From an optimization exercise on the open Yosys and OpenROAD flow, aimed at small area and a short achievable clock period; shortcuts taken in it are not production practice. In this exercise RTL edits were held to simulation tests only and were not proved equivalent to the original. Power and IR drop assume default switching activity.

==> design.v <==
module panel_fb_arbiter (
    input  logic       i_clock,
    input  logic       i_reset,
    input  logic       i_rd_req,
    input  logic [4:0] i_rd_row,
    input  logic [5:0] i_rd_col,
    output logic       o_rd_gnt,
    output logic       o_rd_valid,
    output logic [2:0] o_rd_data,
    input  logic       i_frame_end,
    input  logic       i_wr_valid,
    input  logic [5:0] i_wr_x,
    input  logic [4:0] i_wr_y,
    input  logic [2:0] i_wr_rgb,
    output logic       o_wr_ready,
    output logic       o_wr_err,
    input  logic       i_swap_req,
    output logic       o_swap_done,
    output logic       o_display_bank
);
    logic       r_pending;
    logic       r_display_bank;
    logic       r_swap_done;
    logic [1:0] r_starve_cnt;
    logic       r_host_wins;
    logic       r_rd_valid;
    logic [2:0] r_rd_data;
    logic       r_wr_err;
    logic       w_pending_next;
    logic [1:0] w_starve_next;
    logic       w_wr_ready;
    logic       w_rd_gnt;
    logic       w_wr_fire;
    logic       w_flip;
    logic       w_rd_oob;
    logic       w_wr_oob;
    logic       w_wr_store;
    logic [1023:0] w_we;
    logic [2:0] w_mem [0:1023];
    logic [2:0] w_rd_pix;
    assign w_wr_ready = r_host_wins || (!r_pending && !i_rd_req);
    assign w_rd_gnt   = i_rd_req && !(i_wr_valid && r_host_wins);
    assign w_wr_fire  = i_wr_valid && w_wr_ready;
    assign w_flip     = i_frame_end && (i_swap_req || r_pending);
    assign w_rd_oob   = i_rd_row[4] || i_rd_col[5];
    assign w_wr_oob   = i_wr_y[4] || i_wr_x[5];
    assign w_wr_store = w_wr_fire && !w_wr_oob;
    pfb_gnt u_rd_gnt_out (
        .rd_req(i_rd_req), .wr_valid(i_wr_valid), .host_wins(r_host_wins), .y(o_rd_gnt)
    );
    pfb_wready u_wr_ready_out (
        .rd_req(i_rd_req), .pending(r_pending), .host_wins(r_host_wins), .y(o_wr_ready)
    );
    assign o_rd_valid     = r_rd_valid;
    assign o_rd_data      = r_rd_data;
    assign o_wr_err       = r_wr_err;
    assign o_swap_done    = r_swap_done;
    assign o_display_bank = r_display_bank;
    always_ff @(posedge i_clock or posedge i_reset) begin
        if (i_reset) begin
            r_pending      <= 1'b0;
            r_display_bank <= 1'b0;
            r_swap_done    <= 1'b0;
        end else begin
            r_pending      <= w_pending_next;
            r_display_bank <= r_display_bank ^ w_flip;
            r_swap_done    <= w_flip;
        end
    end
    assign w_pending_next = (r_pending || i_swap_req) && !i_frame_end;
    always_comb begin
        w_starve_next = r_starve_cnt;
        if (w_wr_fire) begin
            w_starve_next = 2'd0;
        end else if (i_wr_valid && !r_pending && w_rd_gnt && (r_starve_cnt != 2'd3)) begin
            w_starve_next = r_starve_cnt + 2'd1;
        end
    end
    always_ff @(posedge i_clock or posedge i_reset) begin
        if (i_reset) begin
            r_starve_cnt <= 2'd0;
            r_host_wins  <= 1'b0;
            r_wr_err     <= 1'b0;
        end else begin
            r_starve_cnt <= w_starve_next;
            r_host_wins  <= !w_pending_next && (w_starve_next == 2'd3);
            r_wr_err     <= w_wr_fire && w_wr_oob;
        end
    end
    always_ff @(posedge i_clock or posedge i_reset) begin
        if (i_reset) begin
            r_rd_valid <= 1'b0;
            r_rd_data  <= 3'd0;
        end else begin
            r_rd_valid <= w_rd_gnt;
            if (w_rd_gnt) begin
                r_rd_data <= w_rd_pix;
            end
        end
    end
    for (genvar gw = 0; gw < 1024; gw++) begin : g_we
        assign w_we[gw] = w_wr_store && ({~r_display_bank, i_wr_y[3:0], i_wr_x[4:0]} == 10'(gw));
    end
    logic [2:0] r_mem [0:1023];
    for (genvar gw = 0; gw < 1024; gw++) begin : g_word
        always_ff @(posedge i_clock) begin
            if (w_we[gw]) r_mem[gw] <= i_wr_rgb;
        end
        assign w_mem[gw] = r_mem[gw];
    end
    logic [15:0] w_rd_rsel;
    logic [63:0] w_rd_csel;
    for (genvar gr = 0; gr < 16; gr++) begin : g_rsel
        assign w_rd_rsel[gr] = (i_rd_row[3:0] == 4'(gr));
    end
    for (genvar gc = 0; gc < 64; gc++) begin : g_csel
        assign w_rd_csel[gc] = (r_display_bank == gc[5]) && (i_rd_col == 6'(gc & 31))
                               && !i_rd_row[4];
    end
    for (genvar gb = 0; gb < 3; gb++) begin : g_rbit
        logic [63:0] w_col_n;
        for (genvar gc = 0; gc < 64; gc++) begin : g_col
            localparam int BASE = (gc / 32) * 512 + (gc % 32);
            logic [5:0] w_grp_n;
            logic [1:0] w_any;
            for (genvar gk = 0; gk < 5; gk++) begin : g_grp
                pfb_aoi222 u_aoi (
                    .a0(w_rd_rsel[3*gk]),     .b0(w_mem[BASE + (3*gk)*32][gb]),
                    .a1(w_rd_rsel[3*gk + 1]), .b1(w_mem[BASE + (3*gk + 1)*32][gb]),
                    .a2(w_rd_rsel[3*gk + 2]), .b2(w_mem[BASE + (3*gk + 2)*32][gb]),
                    .y(w_grp_n[gk])
                );
            end
            pfb_nand2 u_last (.a(w_rd_rsel[15]), .b(w_mem[BASE + 15*32][gb]), .y(w_grp_n[5]));
            pfb_nand3 u_any0 (.a(w_grp_n[0]), .b(w_grp_n[1]), .c(w_grp_n[2]), .y(w_any[0]));
            pfb_nand3 u_any1 (.a(w_grp_n[3]), .b(w_grp_n[4]), .c(w_grp_n[5]), .y(w_any[1]));
            pfb_oai21 u_col (
                .a0(w_any[0]), .a1(w_any[1]), .b(w_rd_csel[gc]),
                .y(w_col_n[gc])
            );
        end
        logic [15:0] w_or1;
        logic [7:0]  w_or2_n;
        logic [1:0]  w_or3;
        logic        w_or4_n;
        for (genvar gq = 0; gq < 16; gq++) begin : g_or1
            pfb_nand4 u_or1 (.a(w_col_n[4*gq]), .b(w_col_n[4*gq + 1]),
                             .c(w_col_n[4*gq + 2]), .d(w_col_n[4*gq + 3]),
                             .y(w_or1[gq]));
        end
        for (genvar gq = 0; gq < 8; gq++) begin : g_or2
            pfb_nor2 u_or2 (.a(w_or1[2*gq]), .b(w_or1[2*gq + 1]), .y(w_or2_n[gq]));
        end
        for (genvar gq = 0; gq < 2; gq++) begin : g_or3
            pfb_nand4 u_or3 (.a(w_or2_n[4*gq]), .b(w_or2_n[4*gq + 1]), .c(w_or2_n[4*gq + 2]),
                             .d(w_or2_n[4*gq + 3]), .y(w_or3[gq]));
        end
        pfb_nor2 u_or4 (.a(w_or3[0]), .b(w_or3[1]), .y(w_or4_n));
        assign w_rd_pix[gb] = !w_or4_n;
    end
endmodule
module pfb_aoi222 (
    input  logic a0, b0, a1, b1, a2, b2,
    output logic y
);
    assign y = !((a0 && b0) || (a1 && b1) || (a2 && b2));
endmodule
module pfb_oai21 (
    input  logic a0, a1, b,
    output logic y
);
    assign y = !((a0 || a1) && b);
endmodule
module pfb_nand3 (
    input  logic a, b, c,
    output logic y
);
    assign y = !(a && b && c);
endmodule
module pfb_nand4 (
    input  logic a, b, c, d,
    output logic y
);
    assign y = !(a && b && c && d);
endmodule
module pfb_nor2 (
    input  logic a, b,
    output logic y
);
    assign y = !(a || b);
endmodule
module pfb_gnt (
    input  logic rd_req, wr_valid, host_wins,
    output logic y
);
    assign y = rd_req && !(wr_valid && host_wins);
endmodule
module pfb_wready (
    input  logic rd_req, pending, host_wins,
    output logic y
);
    assign y = host_wins || (!pending && !rd_req);
endmodule
module pfb_nand2 (
    input  logic a, b,
    output logic y
);
    assign y = !(a && b);
endmodule
==> flow/run.sh <==
#!/bin/bash
# Own flow: the standard layout (standard.sh, all steps to finish), with the port
# buffers that placement inserts on every input and output made buf_4 cells instead of
# the default pick (a delay buffer). Everything else is the standard flow.
# The make output goes to standard_flow.log here; ORFS keeps each step's log in orfs/logs.
set -euo pipefail
export BUFFER_PORTS_ARGS="-buffer_cell sky130_fd_sc_hd__buf_4"
bash standard.sh > standard_flow.log 2>&1
==> standard.sh <==
#!/bin/bash
# synth_recipe.tcl (not shown) runs the flow's synth.tcl, then flattens the netlist and writes it again
# the make line also repeats each setting of config.mk as NAME=value (left out here)
make -C /OpenROAD-flow-scripts/flow DESIGN_CONFIG=/design/flow/config.mk WORK_HOME=/design/flow/orfs CLKGATE_MAP_FILE= SYNTH_SCRIPT=/design/flow/synth_recipe.tcl "${@:-finish}"
==> config.mk <==
export PLATFORM = sky130hd
export DESIGN_NAME = panel_fb_arbiter
export DESIGN_NICKNAME = panel_fb_arbiter
export VERILOG_FILES = /design/flow/design.v
export SDC_FILE = /design/flow/constraint.sdc
export NUM_CORES = 4
export LEC_CHECK = 0
export CAP_MARGIN = 20
export CORE_MARGIN = 2
export CORE_UTILIZATION = 60
export CTS_CLUSTER_DIAMETER = 100
export CTS_CLUSTER_SIZE = 25
export SETUP_SLACK_MARGIN = 2.2
export SLEW_MARGIN = 20
export SYNTH_HIERARCHICAL = 1
==> constraint.sdc <==
create_clock -name core_clock -period 5.0 [get_ports {i_clock}]
set_input_delay 1.0000 -clock core_clock [delete_from_list [all_inputs] [get_ports {i_clock}]]
set_output_delay 1.0000 -clock core_clock [all_outputs]
set_load 0.01 [all_outputs]
==> results.ini, run 1 <==
[clocking]
cts_buffer_depth = 3
cts_tree = yes
htree_levels = 4
root_buffer = clkbuf_16
cts_sinks = 3083
numCtsBuffers = 141
holdBufCountCts = 0
clk_pin_slew_worst_paths_ns = 0.09
clk_latency_ns = 0.84

[synthesis]
synth_top_cell_area_share_pct = 81.90
netlist_top_cells_count = 3072 x edfxtp_1, 1040 x nor2_1, 960 x a222oi_1
syn_nets = 6404
ys_ff_latch = 3083
synthCells = 6372
async_flop_share_pct = 0.3568
synth_area_leaders = edfxtp_1 82%, a222oi_1 8.5%, nor2_1 3.5%, nand3_1 1.7%, nand2_1 0.87%
synth-edff-count = 3072
yosysWarningCount = 11
postSynthAreaPerCell_um2 = 17.68
ys_types = 49
synth_most_common_cell = edfxtp_1
yosysSeqAreaShare_pct = 82.14
post-synth-top-area-cell = edfxtp_1
netlist_area_um2 = 112600
synthFlopType = edfxtp_1

[global_route]
met1_usage_pct = 49.82
grt_pass1_wl_mm = 479.5
grt_max_degree = 124
top_usage_layer = met2
grt_usage_pct = 35.38
first_global_vias = 65837
grt_overflow = 0
grt_use_met2_pct = 55.97
grt_use_met3_pct = 6.032
antenna_found_initial = 14

[die]
core-area_um2 = 187200
dieArea_um2 = 191200
rows = 159
ios = 40
die_w_um = 437.3
start_util_pct = 60.17
die_h_um = 437.3

[sta]
setup_viol = 0
relSlewSlack_pct = 33.13
hold_ws_ns = 0.3271
final_hold_viol_count = 0
fmax_mhz = 308.7
rsz0062_at_grt = true
period_share_pct = 64.79
tightest_slew_ns = 1.001
final-max-slew-violation-count = 0
fin_skew_ns = 0.02804
fin_crit_ns = 3.239

[power]
power_density_nw_per_um2 = 349.5
p_leak_nw = 37.36
ir_drop_mv = 0.3365

[cells_and_area]
fill_cells = 12759
final_nets = 6744
post-route-util_pct = 66.66
syn_to_final_growth_pct = 10.79
drive_above_1_share_pct = 10.82

[status]
outcome = timing/DRC/antenna clean

[route]
drt-total-wl_mm = 343.4
vias_per_cell = 7.407
drtPass1Iterations = 10
num_vias = 68513
ant_nets = 0
drtIter0Drc = 15219
remaining_drc_errors = 0
avgRoutedWirePerCell_um = 37.13

[worst_setup_path]
reg2reg_setup_slack_ns = 1.93
timing.rr.end = r_rd_data[1]
endpoint_kind = flop
crit_fanout = 23
startpoint_type = primary input
worstSetupPathType = in2reg
cp_data_arrival_time_ns = 3.98
worstPathRequired_ns = 5.74
reg2reg_from = r_display_bank
rr_worst_depth = 9

[worst_hold_path]
worstHoldStart = i_frame_end
hold-path-endpoint = r_pending
worstHoldPathCells = 2
hp-class = in2reg

[place]
portBuffers = 39
post-dp-hpwl_mm = 180.4
gp_congestion = 0.8464

[job]
maxCapViolCount = 0

-- state kept, by name (all words and copies together) (netlist names) --
name	flops
r_rd_valid	1
r_starve_cnt	2
r_display_bank	1
r_wr_err	1
r_pending	1
r_rd_data	3
r_swap_done	1
r_host_wins	1
r_mem	3072
-- critical path, stage by stage --
cell and delay (ns):
buf_16 0.13, nand2b_4 0.22, nor3_4 0.09, buf_4 0.20, bufbuf_16 0.34, a222oi_1 0.34
nand3_1 0.19, o21ai_1 0.34, nand4_1 0.34, nor2_2 0.35, nand4_1 0.20, nor2_4 0.14
a21oi_2 0.05
-- layout by cell type (no fill, tap or decap), types with 5 or more instances in the layout --
master	n
buf_6	16
nor3_4	6
clkbuf_16	159
o21ai_1	164
nor4_1	5
buf_16	20
and4bb_2	8
dfrtp_1	11
nor2_4	22
nand2_2	6
nand4_1	68
nor2b_1	5
o21ai_2	27
clkbuf_1	20
nand2_4	7
diode_2	8
buf_8	7
bufbuf_16	33
buf_4	218
and4b_1	8
nor3_1	12
buf_12	85
edfxtp_1	3072
a222oi_1	960
nand2_1	254
nand3_1	393
nor2_1	1010
nor2_2	87
inv_6	5
-- power breakdown --
part / total (mW) / switching, mW / leakage, nW / internal, mW
logic: 2.09 / 1.50 / 7.71 / 0.598
clock network: 13.1 / 7.62 / 1.91 / 5.48
registers: 28.4 / 0.0377 / 27.7 / 28.4
-- per-module statistics from Yosys (local to each module, per instance), excerpt --
module | cells | area, um2
panel_fb_arbiter | 4561 | 98960
pfb_aoi222 | 1 | 10.01
pfb_wready | 1 | 7.507
pfb_nand4 | 1 | 6.256
pfb_oai21 | 1 | 5.005
pfb_nand3 | 1 | 5.005
pfb_nand2 | 1 | 3.754
pfb_nor2 | 1 | 3.754
-- worst max-delay path by stage --
| stage | from | endpoint | slack, ns | depth (start not counted) |
|---|---|---|---|---|
| final | i_rd_row[2] | r_rd_data[2] | 1.76 | 13 |
| after global routing | i_rd_row[0] | r_rd_data[1] | 1.71 | 16 |
| after CTS | i_rd_row[0] | r_rd_data[2] | 1.93 | 15 |
| after detailed placement | i_rd_row[2] | r_rd_data[2] | -0.05 | 14 |
| after global placement | i_rd_row[2] | r_rd_data[2] | -0.04 | 14 |
| after floorplan | i_rd_row[1] | r_rd_data[0] | -1.30 | 9 |
-- layout make-up --
class	instances	area, um2	share of cell area, %
Clock inverter	7	67.56	0.05414
Timing Repair Buffer	387	5448	4.366
Clock buffer	171	3854	3.088
Sequential cell	3083	92520	74.14
Antenna cell	8	20.02	0.01604
Tap cell	2495	3122	2.502
Multi-Input combinational cell	3097	19750	15.82
Inverter	2	7.507	0.006016
-- per-stage QoR --
| step | TNS, ns | instances | area (um2) | power, mW | setup WS (ns) |
|---|---|---|---|---|---|
| 6_report | 0 | 9250 | 124800 | 43.62 | 1.761 |
| 4_1_cts | 0 | 9222 | 124400 | 43.65 | 1.934 |
| 3_3_place_gp | -0.04220 | 8955 | 118100 | 30.85 | -0.04220 |
| 5_1_grt | 0 | 9243 | 124800 | 44.61 | 1.712 |
| 3_5_place_dp | -0.04777 | 8955 | 118100 | 30.86 | -0.04777 |
| 2_1_floorplan | -3.888 | 6372 | 112700 | 29.74 | -1.302 |
-- layer usage --
metal	vias to the layer above	share of wire, %	wire [um]
met5	-	0.016	56
met1	35236	37	126700
met2	4858	47	162400
li1	27760	-	-
met4	8	4.4	14970
met3	651	11	39320
-- cell families (layout without fill, tap and decap cells) --
kind of cell	after synthesis	count (layout)	share of synthesized area [%]
other	0	8	0
AND/OR/NAND/NOR	1930	1930	7.598
multiplexers	1	1	0.008887
AO/OA/AOI/OAI	1164	1164	9.462
XOR/XNOR	1	1	0.007777
buffers and inverters	192	567	0.7676
adder cells (fa/ha/maj)	1	1	0.01111
flip-flops	3083	3083	82.14
-- timing repair --
item                                    CTS  global route
pin swaps                                77            75
endpoints found under the setup margin  246             6
gates cloned                             38             5
gates resized for setup                 146            41
buffers inserted                         51            15
==> run 2, diff against run 1 <==
--- a/config.mk
+++ b/config.mk
@@ -11,4 +11,5 @@
 export CTS_CLUSTER_DIAMETER = 100
 export CTS_CLUSTER_SIZE = 25
+export PLACE_DENSITY = 0.7
 export SETUP_SLACK_MARGIN = 2.2
 export SLEW_MARGIN = 20
==> run 2 against run 1 <==
  * First-iteration DRC count rose by 18%
  * Die area unchanged
  * Via count increased by 1.9%
  * Critical path type unchanged
  * Largest cell class unchanged
  * Largest power group unchanged
==> results.ini, run 2 <==
[clocking]
clk_latency_ns = 0.86
htree_levels = 4
clk_pin_slew_worst_paths_ns = 0.10
cts_sinks = 3083
holdBufCountCts = 0
cts_buffer_depth = 3
root_buffer = clkbuf_16
numCtsBuffers = 141
cts_tree = yes

[power]
p_total_mw = 43.48
ir_drop_mv = 0.3236
power_density_nw_per_um2 = 348.6
p_leak_nw = 37.22

[worst_setup_path]
worstSetupPathType = in2reg
reg2reg_setup_slack_ns = 2.15
reg2reg_from = r_display_bank
critPathLaunch = i_rd_row[2]
endpoint = r_rd_data[1]
startpoint_type = primary input
cp_data_arrival_time_ns = 3.88
timing.rr.end = r_rd_data[1]
endpoint_kind = flop
crit_fanout = 25
worstPathRequired_ns = 5.74
rr_worst_depth = 9

[route]
num_vias = 69849
remaining_drc_errors = 0
avgRoutedWirePerCell_um = 37.07
wl_met3_mm = 53.72
drtPass1Iterations = 10
wl_met2_mm = 156.2
drt-total-wl_mm = 342.8
drtIter0Drc = 18031
vias_per_cell = 7.555
routed.top_layer = met5
m1WireLength_mm = 115.8
ant_nets = 0

[status]
outcome = timing/DRC/antenna clean

[place]
post-dp-hpwl_mm = 172.1
portBuffers = 39
dpl_cell_area_um2 = 117700
dpl.cell_count = 8902
gp_congestion = 0.9151

[synthesis]
async_flop_share_pct = 0.3568
netlist_area_um2 = 112600
ys_ff_latch = 3083
syn_nets = 6404
synth_top_cell_area_share_pct = 81.90
synthCells = 6372
netlist_top_cells_count = 3072 x edfxtp_1, 1040 x nor2_1, 960 x a222oi_1
synthFlopType = edfxtp_1
yosysWarningCount = 11
post-synth-top-area-cell = edfxtp_1
synth_most_common_cell = edfxtp_1
ys_types = 49
synth-edff-count = 3072
yosysSeqAreaShare_pct = 82.14
synth_area_leaders = edfxtp_1 82%, a222oi_1 8.5%, nor2_1 3.5%, nand3_1 1.7%, nand2_1 0.87%
postSynthAreaPerCell_um2 = 17.68

[cells_and_area]
final_cell_count_no_fill = 9246
final_area_um2 = 124800
regMostFlops = r_mem
largest_reg_flops = 3072
fill_cells = 12211
post-route-util_pct = 66.64
syn_to_final_growth_pct = 10.76
drive_above_1_share_pct = 11.26
final_common_cell = edfxtp_1
final_nets = 6741
reg_top3 = r_mem (3072), r_rd_data (3), r_starve_cnt (2)
mostFrequentLayoutCells = 3072 x edfxtp_1, 1012 x nor2_1, 960 x a222oi_1

[die]
dieArea_um2 = 191200
ios = 40
die_h_um = 437.3
start_util_pct = 60.17
die_w_um = 437.3
core-area_um2 = 187200
rows = 159

[sta]
final-max-slew-violation-count = 0
period_share_pct = 62.74
tightest_slew_ns = 1.103
fmax_mhz = 318.8
hold_ws_ns = 0.2852
setup_viol = 0
fin_crit_ns = 3.137
rsz0062_at_grt = true
relSlewSlack_pct = 26.36
final_hold_viol_count = 0
fin_skew_ns = 0.03445

[global_route]
grt_overflow = 0
antenna_found_initial = 10
grt_pass1_wl_mm = 465.5
grt_usage_pct = 33.96
grt_max_degree = 151
first_global_vias = 66147

[worst_hold_path]
hp-class = in2async

[job]
maxCapViolCount = 0

==> run 2: cell counts after synthesis <==
Identical to the previous run, type by type.
==> run 2: worst max-delay path, stage by stage <==
cell       delay, ns
buf_12          0.12
nand2b_4        0.19
nor2_4          0.15
clkbuf_16       0.24
a222oi_1        0.66
nand3_1         0.20
o21ai_2         0.21
nand4_1         0.32
nor2_2          0.30
nand4_1         0.14
nor2_1          0.14
a21oi_1         0.09
==> run 2: power breakdown <==
| part | leakage (nW) | switching (mW) | internal (mW) |
|---|---|---|---|
| Clock | 1.89 | 7.54 | 5.40 |
| Combinational | 7.60 | 1.53 | 0.587 |
| Sequential | 27.7 | 0.0409 | 28.4 |
==> run 2: cell type report <==
| cell class | instances | area (um2) | area share, % |
|---|---|---|---|
| diodes | 9 | 22.52 | 0.01805 |
| clock buffers | 169 | 3782 | 3.032 |
| inverters | 2 | 7.507 | 0.006018 |
| flip-flops and latches | 3083 | 92530 | 74.17 |
| well taps | 2495 | 3122 | 2.502 |
| clock inverters | 7 | 80.08 | 0.06419 |
| repair buffers | 378 | 5305 | 4.252 |
| multi-input cells | 3103 | 19910 | 15.96 |
==> run 2: repair_timing <==
item | in CTS | in global routing
setup buffers | 71 | 31
cloned | 29 | 28
endpoints found under the setup margin | 787 | 122
gates resized for setup | 149 | 74
pin swaps | 145 | 114
==> run 2: per-stage QoR <==
step,setup TNS (ns),setup slack [ns]
floorplan,-3.888,-1.302
CTS,0,1.986
detailed placement,0,0.3787
global placement,0,0.3420
global route,0,1.890
finish,0,1.863
==> run 2: routing by layer <==
metal / up-vias / track usage (%)
met5: - / 0
met3: 832 / 7.772
met1: 35066 / 47.92
met4: 14 / 14.83
met2: 6198 / 51.46
li1: 27739 / -
==> run 2: kinds of logic (layout without fill, tap and decap cells) <==
family,Yosys count,in the layout,share of synthesized area (%)
mux,1,1,0.008887
buf+inv,192,556,0.7676
simple gates,1930,1936,7.598
flops,3083,3083,82.14
other cells,0,9,0
fa+ha+maj,1,1,0.01111
xor+xnor,1,1,0.007777
compound gates,1164,1164,9.462
==> run 2: worst min path at each step <==
| stage | end | slack [ns] | cells after the start |
|---|---|---|---|
| finish | r_swap_done | 0.29 | 2 |
| floorplan | r_rd_data[0] | 0.55 | 2 |
| global placement | r_rd_valid | 0.55 | 1 |
| global route | r_pending | 0.29 | 2 |
| detailed placement | r_rd_valid | 0.55 | 1 |
| CTS | r_swap_done | 0.24 | 2 |
==> run 2: Yosys stat by module (local to each module, per instance) <==
module            times used  flip-flops and latches
panel_fb_arbiter           1                    3083
pfb_aoi222               960                       0
pfb_gnt                    1                       0
pfb_nand2                192                       0
pfb_nand3                384                       0
pfb_nand4                 54                       0
pfb_nor2                  27                       0
pfb_oai21                192                       0
pfb_wready                 1                       0
==> run 3, diff against run 2 <==
--- a/config.mk
+++ b/config.mk
@@ -11,6 +11,5 @@
 export CTS_CLUSTER_DIAMETER = 100
 export CTS_CLUSTER_SIZE = 25
-export PLACE_DENSITY = 0.7
-export SETUP_SLACK_MARGIN = 2.2
+export SETUP_SLACK_MARGIN = 2.0
 export SLEW_MARGIN = 20
 export SYNTH_HIERARCHICAL = 1
==> run 3 against run 2 <==
  * Still clean on timing, DRC and antenna
  * Sequential cell count did not move
  * Critical endpoint is now r_rd_data[2]
  * Highest routed layer unchanged
  * Wire length fell by 2.0%
  * First-iteration DRC count fell by 19%
  * Register-to-register slack got worse by 0.26 ns
==> results.ini, run 3 <==
[worst_setup_path]
reg2reg_setup_slack_ns = 1.89
rr_worst_depth = 9
reg2reg_from = r_display_bank
crit_family = simple AND/OR/NAND/NOR gates
crit_buf_inv = 4
cp_data_arrival_time_ns = 4.02
crit_fanout = 63
startpoint_type = primary input
worstPathRequired_ns = 5.79
worstSetupPathType = in2reg
crit_chain = buf_16 -> buf_12 -> nor3_4 -> buf_12 -> a222oi_1 -> nand3_1 -> o21ai_2 -> nand4_1 -> nor2_4 -> nand4_1 -> buf_4 -> nor2_4 -> a21oi_2
timing.rr.end = r_rd_data[1]
endpoint_kind = flop
slowest_delay_ns = 0.82
worst_path_max_delay_cell = nor3_4

[sta]
setup_viol = 0
hold_ws_ns = 0.3228
tightest_slew_ns = 1.040
fin_skew_ns = 0.02843
final-max-slew-violation-count = 0
relSlewSlack_pct = 30.44
final_hold_viol_count = 0
fmax_mhz = 309.5
period_share_pct = 64.61
rsz0062_at_grt = true
fin_setup_tns_ns = 0
layout_setup_ws_ns = 1.769
fin_crit_ns = 3.231

[worst_hold_path]
hp-class = in2reg
worstHoldStart = i_frame_end
worstHoldPathCells = 2
hold-path-endpoint = r_pending

[synthesis]
synth_most_common_cell = edfxtp_1
ys_types = 49
synth_area_leaders = edfxtp_1 82%, a222oi_1 8.5%, nor2_1 3.5%, nand3_1 1.7%, nand2_1 0.87%
syn_nets = 6404
async_flop_share_pct = 0.3568
yosysWarningCount = 11
synthCells = 6372
synthFlopType = edfxtp_1
netlist_top_cells_count = 3072 x edfxtp_1, 1040 x nor2_1, 960 x a222oi_1
synth_top_cell_area_share_pct = 81.90
ys_ff_latch = 3083
post-synth-top-area-cell = edfxtp_1
postSynthAreaPerCell_um2 = 17.68
yosysSeqAreaShare_pct = 82.14
netlist_area_um2 = 112600
synth-edff-count = 3072

[route]
drtPass1Iterations = 10
drt-total-wl_mm = 335.8
ant_nets = 0
num_vias = 67812
drtIter0Drc = 14544
vias_per_cell = 7.349
remaining_drc_errors = 0
avgRoutedWirePerCell_um = 36.39

[place]
dp_slack_ns = -0.04777
gp_congestion = 0.8464
dpl_cell_area_um2 = 118100
dpl.cell_count = 8955
post-dp-hpwl_mm = 180.4
portBuffers = 39

[clocking]
cts_buffer_depth = 3
cts_sinks = 3083
numCtsBuffers = 141
root_buffer = clkbuf_16
holdBufCountCts = 0
clk_pin_slew_worst_paths_ns = 0.09
htree_levels = 4
clk_latency_ns = 0.85
cts_tree = yes

[power]
p_total_mw = 43.56
ir_drop_mv = 0.3373
clockPowerShare_pct = 30.1
netSwitchingFraction_pct = 20.94
p_switching_mw = 9.124
seq_power_share_pct = 65.2
p_comb_share_pct = 4.7
p_int_mw = 34.44
power_density_nw_per_um2 = 350.7
p_leak_nw = 37.12

[global_route]
grt_usage_pct = 34.57
grt_pass1_wl_mm = 471.2
antenna_found_initial = 12
first_global_vias = 65517
grt_max_degree = 124
grt_overflow = 0

[cells_and_area]
final_cell_count_no_fill = 9228
largest_reg_flops = 3072
final_area_um2 = 124200
fill_cells = 12840
regMostFlops = r_mem
syn_to_final_growth_pct = 10.28
drive_above_1_share_pct = 10.40
final_nets = 6726
final_common_cell = edfxtp_1
mostFrequentLayoutCells = 3072 x edfxtp_1, 1011 x nor2_1, 960 x a222oi_1
post-route-util_pct = 66.35
reg_top3 = r_mem (3072), r_rd_data (3), r_starve_cnt (2)

[die]
ios = 40
die_w_um = 437.3
start_util_pct = 60.17
die_h_um = 437.3
dieArea_um2 = 191200
rows = 159
core-area_um2 = 187200

[job]
maxCapViolCount = 0

[status]
outcome = timing/DRC/antenna clean

-- run 3: cell counts after synthesis --
Identical to the previous run, type by type.
-- run 3: layout make-up --
class | count | area, um2 | share of cell area [%]
diodes | 4 | 10.01 | 0.008059
clock buffers | 171 | 3854 | 3.103
clock inverters | 7 | 67.56 | 0.05440
inverters | 2 | 7.507 | 0.006044
multi-input cells | 3097 | 19710 | 15.87
flip-flops and latches | 3083 | 92520 | 74.49
well taps | 2495 | 3122 | 2.513
repair buffers | 369 | 4918 | 3.960
-- run 3: power groups by stage --
stage          Combinational [mW]  Sequential, mW  Clock (mW)
2_1_floorplan               0.735            29.0           0
3_3_place_gp                 1.84            29.0           0
3_5_place_dp                 1.85            29.0           0
4_1_cts                      1.99            28.4        13.2
5_1_grt                      2.13            28.4        14.0
6_report                     2.04            28.4        13.1
-- run 3: timing repair --
item                                    4_1_cts  5_1_grt
gates cloned                                 26        3
buffers inserted                             42       20
gates resized for setup                     120       35
endpoints found under the hold margin         0        0
endpoints found under the setup margin      104       64
pin swaps                                    60       59
-- run 3: worst reg2reg max path, delay by kind of cell, from the launching register on --
kind / cells / cell delay [ns]
and+or+nand+nor: 6 / 1.67
buffers and inverters: 1 / 0.49
DFF: 1 / 0.61
AOI/OAI and AO/OA: 2 / 0.26
-- run 3: kinds of logic (layout without fill, tap and decap cells) --
kind of cell,count (synthesis),in the layout,share of synthesized area [%]
buf+inv,192,549,0.7676
compound gates,1164,1164,9.462
fa+ha+maj,1,1,0.01111
other cells,0,4,0
flops,3083,3083,82.14
xor+xnor,1,1,0.007777
simple gates,1930,1930,7.598
mux,1,1,0.008887
-- run 3: layer usage --
layer  up-vias  global-route usage [%]  share of wire, %
li1      27710                       -                 -
met1     34846                   49.05                37
met2      4653                   55.08                48
met3       591                   5.511                11
met4        12                   12.58               4.1
met5         -                       0             0.026
-- run 3: Yosys stat by module, one instance, submodules excluded, excerpt --
module,flops+latches,copies in the design,cell area [um2],cells
panel_fb_arbiter,3083,1,98960,4561
pfb_gnt,0,1,11.26,1
pfb_aoi222,0,960,10.01,1
pfb_wready,0,1,7.507,1
pfb_nand2,0,192,3.754,1
pfb_nor2,0,27,3.754,1
-- run 3: worst max path at each step --
stage / start / to / slack [ns] / depth (start not counted)
finish: i_rd_row[2] / r_rd_data[2] / 1.77 / 13
global route: i_rd_row[0] / r_rd_data[1] / 1.81 / 15
CTS: i_rd_row[1] / r_rd_data[2] / 1.83 / 14
detailed placement: i_rd_row[2] / r_rd_data[2] / -0.05 / 14
global placement: i_rd_row[2] / r_rd_data[2] / -0.04 / 14
floorplan: i_rd_row[1] / r_rd_data[0] / -1.30 / 9
==> run 4, diff against run 3 <==
--- a/config.mk
+++ b/config.mk
@@ -11,4 +11,5 @@
 export CTS_CLUSTER_DIAMETER = 100
 export CTS_CLUSTER_SIZE = 25
+export PLACE_DENSITY = 0.7
 export SETUP_SLACK_MARGIN = 2.0
 export SLEW_MARGIN = 20
==> run 4 against run 3 <==
  * Largest cell class unchanged
  * Register-to-register slack better by 0.13 ns
  * First-iteration DRC count is 22% higher
  * Sequential power about the same
  * Still clean
  * Utilization down 0.34 points
  * Final area decreased by 0.52%
==> results.ini, run 4 <==
[route]
drtIter0Drc = 17677
remaining_drc_errors = 0
routed.top_layer = met5
drt-total-wl_mm = 332.4
drtPass1Iterations = 16
ant_nets = 0
num_vias = 69127
m1WireLength_mm = 114.9
avgRoutedWirePerCell_um = 36.17
wl_met2_mm = 152.6
wl_met3_mm = 49.97
vias_per_cell = 7.521

[place]
gp_congestion = 0.9151
dp_slack_ns = 0.3787
portBuffers = 39
post-dp-hpwl_mm = 172.1

[synthesis]
synth_top_cell_area_share_pct = 81.90
synth_area_leaders = edfxtp_1 82%, a222oi_1 8.5%, nor2_1 3.5%, nand3_1 1.7%, nand2_1 0.87%
syn_nets = 6404
async_flop_share_pct = 0.3568
synthFlopType = edfxtp_1
yosysWarningCount = 11
netlist_top_cells_count = 3072 x edfxtp_1, 1040 x nor2_1, 960 x a222oi_1
synthCells = 6372
post-synth-top-area-cell = edfxtp_1
netlist_area_um2 = 112600
ys_ff_latch = 3083
postSynthAreaPerCell_um2 = 17.68
ys_types = 49
synth_most_common_cell = edfxtp_1
synth-edff-count = 3072
yosysSeqAreaShare_pct = 82.14

[job]
maxCapViolCount = 0

[cells_and_area]
mostFrequentLayoutCells = 3072 x edfxtp_1, 1015 x nor2_1, 960 x a222oi_1
final_nets = 6689
drive_above_1_share_pct = 10.06
fill_cells = 12370
largest_reg_flops = 3072
reg_top3 = r_mem (3072), r_rd_data (3), r_starve_cnt (2)
regMostFlops = r_mem
post-route-util_pct = 66.01
syn_to_final_growth_pct = 9.703
final_common_cell = edfxtp_1

[worst_setup_path]
cp_data_arrival_time_ns = 3.91
worstSetupPathType = in2reg
startpoint_type = primary input
crit_family = simple AND/OR/NAND/NOR gates
crit_chain = buf_8 -> nand2b_4 -> nor2_4 -> buf_12 -> a222oi_1 -> nand3_1 -> o21ai_1 -> nand4_1 -> nor2_1 -> nand4_1 -> nor2_1 -> a21oi_1
worstPathRequired_ns = 5.74
worst_path_max_delay_cell = a222oi_1
crit_buf_inv = 2
slowest_delay_ns = 0.48
crit_fanout = 100
endpoint_kind = flop

[sta]
period_share_pct = 63.50
tightest_slew_ns = 1.115
final-max-slew-violation-count = 0
layout_setup_ws_ns = 1.825
fmax_mhz = 315.0
rsz0062_at_grt = true
hold_ws_ns = 0.2785
relSlewSlack_pct = 25.66
fin_skew_ns = 0.03805
final_hold_viol_count = 0
fin_setup_tns_ns = 0
setup_viol = 0
fin_crit_ns = 3.175

[clocking]
cts_sinks = 3083
numCtsBuffers = 141
htree_levels = 4
root_buffer = clkbuf_16
cts_tree = yes
cts_buffer_depth = 3
clk_latency_ns = 0.86
clk_pin_slew_worst_paths_ns = 0.10

[die]
die_w_um = 437.3
start_util_pct = 60.17
ios = 40
core-area_um2 = 187200
dieArea_um2 = 191200
rows = 159
die_h_um = 437.3

[power]
p_leak_nw = 36.71
p_total_mw = 43.33
power_density_nw_per_um2 = 350.7
ir_drop_mv = 0.3197

[global_route]
grt_max_degree = 151
grt_usage_pct = 32.45
antenna_found_initial = 8
first_global_vias = 65317
grt_overflow = 0
grt_pass1_wl_mm = 449.3

[status]
outcome = timing/DRC/antenna clean

[worst_hold_path]
hp-class = in2async

[run 4: cell counts after synthesis]
Identical to the previous run, type by type.
[run 4: final cells by class]
cell class                 instances  area (um2)  area share [%]
inverter                           2       7.507        0.006076
tap                             2495        3122           2.526
clock buffer                     169        3782           3.061
timing repair buffer             327        4243           3.434
multi-input combinational       3102       19790           16.02
antenna                            6       15.01         0.01215
clock inverter                     7       80.08         0.06481
sequential                      3083       92520           74.88
[run 4: per-module statistics from Yosys, one instance, submodules excluded]
module / copies in the design / flip-flops and latches
panel_fb_arbiter: 1 / 3083
pfb_aoi222: 960 / 0
pfb_gnt: 1 / 0
pfb_nand2: 192 / 0
pfb_nand3: 384 / 0
pfb_nand4: 54 / 0
pfb_nor2: 27 / 0
pfb_oai21: 192 / 0
pfb_wready: 1 / 0
[run 4: logic make-up after synthesis]
group	Yosys count	share of synthesized area, %
DFF	3083	82.14
and+or+nand+nor	1930	7.598
AOI/OAI and AO/OA	1164	9.462
buffers and inverters	192	0.7676
xor gates and xnor gates	1	0.007777
muxes	1	0.008887
adders and majority gates	1	0.01111
[run 4: timing repair]
item	4_1_cts	5_1_grt
gates cloned	9	30
endpoints found under the setup margin	332	88
setup buffers	38	30
pin swaps	57	136
gates resized for setup	68	109
hold buffers	0	0
[run 4: where the power goes]
group          leakage [nW]  switching (mW)  internal [mW]
Clock                  1.89            7.50           5.39
Combinational          7.08            1.48          0.539
Sequential             27.7          0.0412           28.4
[run 4: final timing paths]
check / start / end / slack, ns / depth (start not counted)
setup / recovery: i_rd_row[1] / r_rd_data[1] / 1.83 / 12
hold / removal: i_reset / r_swap_done / 0.28 / 2
setup reg to reg: r_display_bank / r_rd_data[1] / 2.02 / 9
hold reg to reg: r_host_wins / r_rd_valid / 0.57 / 1
max in group asynchronous: i_reset / r_rd_data[0] / 4.19 / 2
min in group core_clock: i_frame_end / r_pending / 0.30 / 2
[run 4: worst register-to-register path, delay by kind of cell (launching register included)]
kind / cells / cell delay, ns
buffers and inverters: 1 / 0.17
and+or+nand+nor: 6 / 1.69
AOI/OAI and AO/OA: 2 / 0.43
DFF: 1 / 0.63
[run 4: stage by stage]
| stage | cells | cell area (um2) |
|---|---|---|
| final | 9191 | 123600 |
| after detailed placement | 8902 | 117700 |
| after floorplan | 6372 | 112700 |
| after global placement | 8899 | 117600 |
| after global routing | 9189 | 123600 |
| after CTS | 9125 | 122400 |
[run 4: layer usage]
| metal | vias up | GRT usage, % |
|---|---|---|
| met3 | 738 | 7.198 |
| met1 | 34717 | 46.15 |
| met4 | 6 | 12.54 |
| met5 | - | 0 |
| met2 | 6039 | 49.73 |
| li1 | 27627 | - |
==> run 5, diff against run 4 <==
--- a/config.mk
+++ b/config.mk
@@ -8,9 +8,9 @@
 export CAP_MARGIN = 20
 export CORE_MARGIN = 2
-export CORE_UTILIZATION = 60
+export CORE_UTILIZATION = 65
 export CTS_CLUSTER_DIAMETER = 100
 export CTS_CLUSTER_SIZE = 25
-export PLACE_DENSITY = 0.7
-export SETUP_SLACK_MARGIN = 2.0
+export PLACE_DENSITY = 0.72
+export SETUP_SLACK_MARGIN = 2.3
 export SLEW_MARGIN = 20
 export SYNTH_HIERARCHICAL = 1
==> run 5 against run 4 <==
  * Final cell count decreased by 1.7%
  * Clock skew decreased by 0.011 ns
  * Still clean
  * Largest power group unchanged
  * Maximum frequency decreased by 3.6%
  * Worst setup slack got worse by 0.12 ns
  * Sequential cell count unchanged
  * Critical endpoint is now r_rd_data[0]
  * Die area decreased by 7.6%
  * First-iteration DRC count decreased by 4.5%
  * Largest cell class unchanged
  * Combinational power about the same
==> results.ini, run 5 <==
[place]
portBuffers = 39
post-dp-hpwl_mm = 174.2
dp_slack_ns = 0.04840
gp_congestion = 0.8963

[worst_setup_path]
startpoint_type = primary input
worstPathRequired_ns = 5.69
rr_worst_depth = 9
worstSetupPathType = in2reg
crit_fanout = 52
timing.rr.end = r_rd_data[0]
crit_chain = buf_12 -> nand2b_4 -> buf_12 -> nor2_4 -> buf_12 -> buf_4 -> a222oi_1 -> nand3_1 -> o21ai_1 -> nand4_1 -> nor2_4 -> nand4_1 -> nor2_1 -> mux2i_1
reg2reg_from = r_display_bank
crit_family = simple AND/OR/NAND/NOR gates
endpoint_kind = flop
crit_buf_inv = 4
cp_data_arrival_time_ns = 3.98
crit_top_cell = buf_12
slowest_delay_ns = 0.40
worst_path_max_delay_cell = nand4_1
reg2reg_setup_slack_ns = 1.95

[sta]
fin_crit_ns = 3.293
fin_setup_tns_ns = 0
relSlewSlack_pct = 31.72
tightest_slew_ns = 1.022
final-max-slew-violation-count = 0
layout_setup_ws_ns = 1.707
final_hold_viol_count = 0
fin_skew_ns = 0.02681
hold_ws_ns = 0.2427
setup_viol = 0
fmax_mhz = 303.7
rsz0062_at_grt = true
period_share_pct = 65.85

[synthesis]
postSynthAreaPerCell_um2 = 17.68
yosysWarningCount = 11
synthFlopType = edfxtp_1
netlist_area_um2 = 112600
synth_most_common_cell = edfxtp_1
ys_ff_latch = 3083
synth_top_cell_area_share_pct = 81.90
async_flop_share_pct = 0.3568
yosysSeqAreaShare_pct = 82.14
ys_types = 49
synth-edff-count = 3072
synthCells = 6372
syn_nets = 6404
post-synth-top-area-cell = edfxtp_1
netlist_top_cells_count = 3072 x edfxtp_1, 1040 x nor2_1, 960 x a222oi_1
synth_area_leaders = edfxtp_1 82%, a222oi_1 8.5%, nor2_1 3.5%, nand3_1 1.7%, nand2_1 0.87%

[status]
outcome = timing/DRC/antenna clean

[global_route]
grt_max_degree = 144
grt_pass1_wl_mm = 460.7
grt_usage_pct = 36.90
antenna_found_initial = 9
first_global_vias = 66473
grt_overflow = 0

[die]
die_w_um = 420.3
rows = 152
core-area_um2 = 171900
dieArea_um2 = 176600
die_h_um = 420.3
start_util_pct = 65.51
ios = 40

[job]
maxCapViolCount = 0

[clocking]
cts_buffer_depth = 3
cts_sinks = 3083
root_buffer = clkbuf_16
holdBufCountCts = 0
htree_levels = 4
clk_latency_ns = 0.84
clk_pin_slew_worst_paths_ns = 0.09
cts_tree = yes
numCtsBuffers = 141

[cells_and_area]
fill_cells = 10495
mostFrequentLayoutCells = 3072 x edfxtp_1, 1016 x nor2_1, 960 x a222oi_1
regMostFlops = r_mem
final_common_cell = edfxtp_1
final_nets = 6724
syn_to_final_growth_pct = 10.17
reg_top3 = r_mem (3072), r_rd_data (3), r_starve_cnt (2)
largest_reg_flops = 3072
drive_above_1_share_pct = 10.74

[power]
p_total_mw = 43.51
ir_drop_mv = 0.3794
power_density_nw_per_um2 = 350.6
p_leak_nw = 37.15

[route]
remaining_drc_errors = 0
avgRoutedWirePerCell_um = 36.77
ant_nets = 0
drtIter0Drc = 16878
drtPass1Iterations = 13
vias_per_cell = 7.645
drt-total-wl_mm = 332.3
num_vias = 69079

[worst_hold_path]
hp-class = in2async

run 5: cells by family after synthesis:
logic type,share of synthesized area (%)
muxes,0.008887
and+or+nand+nor,7.598
xor gates and xnor gates,0.007777
DFF,82.14
buffers and inverters,0.7676
adders and majority gates,0.01111
AOI/OAI and AO/OA,9.462
run 5: per-module statistics from Yosys, one instance, submodules excluded:
module	flops+latches	cell area, um2	cells inside
pfb_aoi222	0	10.01	1
pfb_nand4	0	6.256	1
panel_fb_arbiter	3083	98960	4561
pfb_wready	0	7.507	1
pfb_nand3	0	5.005	1
pfb_gnt	0	11.26	1
pfb_nand2	0	3.754	1
pfb_nor2	0	3.754	1
pfb_oai21	0	5.005	1
run 5: area by class of cell:
| class | count | area, um2 | share of cell area, % |
|---|---|---|---|
| sequential | 3083 | 92530 | 74.56 |
| antenna | 1 | 2.502 | 0.002017 |
| tap | 2310 | 2890 | 2.329 |
| multi-input combinational | 3098 | 19810 | 15.97 |
| clock inverter | 5 | 65.06 | 0.05243 |
| inverter | 2 | 7.507 | 0.006050 |
| timing repair buffer | 366 | 4911 | 3.958 |
| clock buffer | 171 | 3875 | 3.123 |
run 5: worst max path at each step:
stage | cells past startpoint | slack [ns] | from | endpoint
2_1_floorplan | 9 | -1.30 | i_rd_row[1] | r_rd_data[0]
3_3_place_gp | 12 | 0.16 | i_rd_row[1] | r_rd_data[0]
3_5_place_dp | 12 | 0.05 | i_rd_row[1] | r_rd_data[0]
4_1_cts | 14 | 1.86 | i_rd_row[3] | r_rd_data[0]
5_1_grt | 15 | 1.75 | i_rd_row[0] | r_rd_data[0]
6_report | 14 | 1.71 | i_rd_row[3] | r_rd_data[0]
run 5: report_power, final:
part	internal (mW)	switching (mW)
Combinational	0.575	1.47
Clock	5.51	7.52
Sequential	28.4	0.0465
run 5: timing repair:
action	4_1_cts	5_1_grt
pin swaps	63	65
gates cloned	30	11
endpoints found under the setup margin	560	409
resized for setup	107	50
setup buffers	50	25
run 5: through the flow:
step	utilization, %	area, um2	instances
2_1_floorplan	-	112700	6372
3_3_place_gp	68.43	117700	8743
3_5_place_dp	68.43	117700	8743
4_1_cts	71.83	123500	8999
5_1_grt	72.17	124100	9035
6_report	72.18	124100	9036
run 5: per-layer routing:
layer	vias to the layer above	wire [um]	global-route usage [%]
met5	-	83	0
met4	12	20370	19.37
met3	840	48730	8.901
met2	6087	152500	56.54
met1	34481	110600	49.90
li1	27659	-	-

## separate check: timing with driven ports
How much do the figures lean on ideal ports? The routed layouts below were timed once more, with nothing changed but the port constraints.
Step 1 assumes that a clkbuf_16 drives the clock port and a buf_2 every other input.
Step 2 also shifts input and output timing later by t, the mid clock arrival at the registers, as if the neighbouring blocks saw the same clock.
Three values: no drivers, after step 1, after step 2; two values: the first two.
run	t, ns	setup WS [ns]	worst hold slack (ns)
run 1	0.918	1.761 / 1.725 / 0.807	0.327 / 0.264 / 0.625
run 2	0.935	1.863 / 1.857 / 0.922	0.285 / 0.216 / 0.566
run 3	0.922	1.769 / 1.767 / 0.845	0.323 / 0.261 / 0.621
run 4	0.931	1.825 / 1.830 / 0.899	0.278 / 0.209 / 0.567
run 5	0.934	1.707 / 1.746 / 0.812	0.243 / 0.165 / 0.630
After both steps setup and hold are still met in every run listed. The setup slack of run 1, which loses most, moves by -0.036 ns with the drivers and by -0.954 ns with both steps.
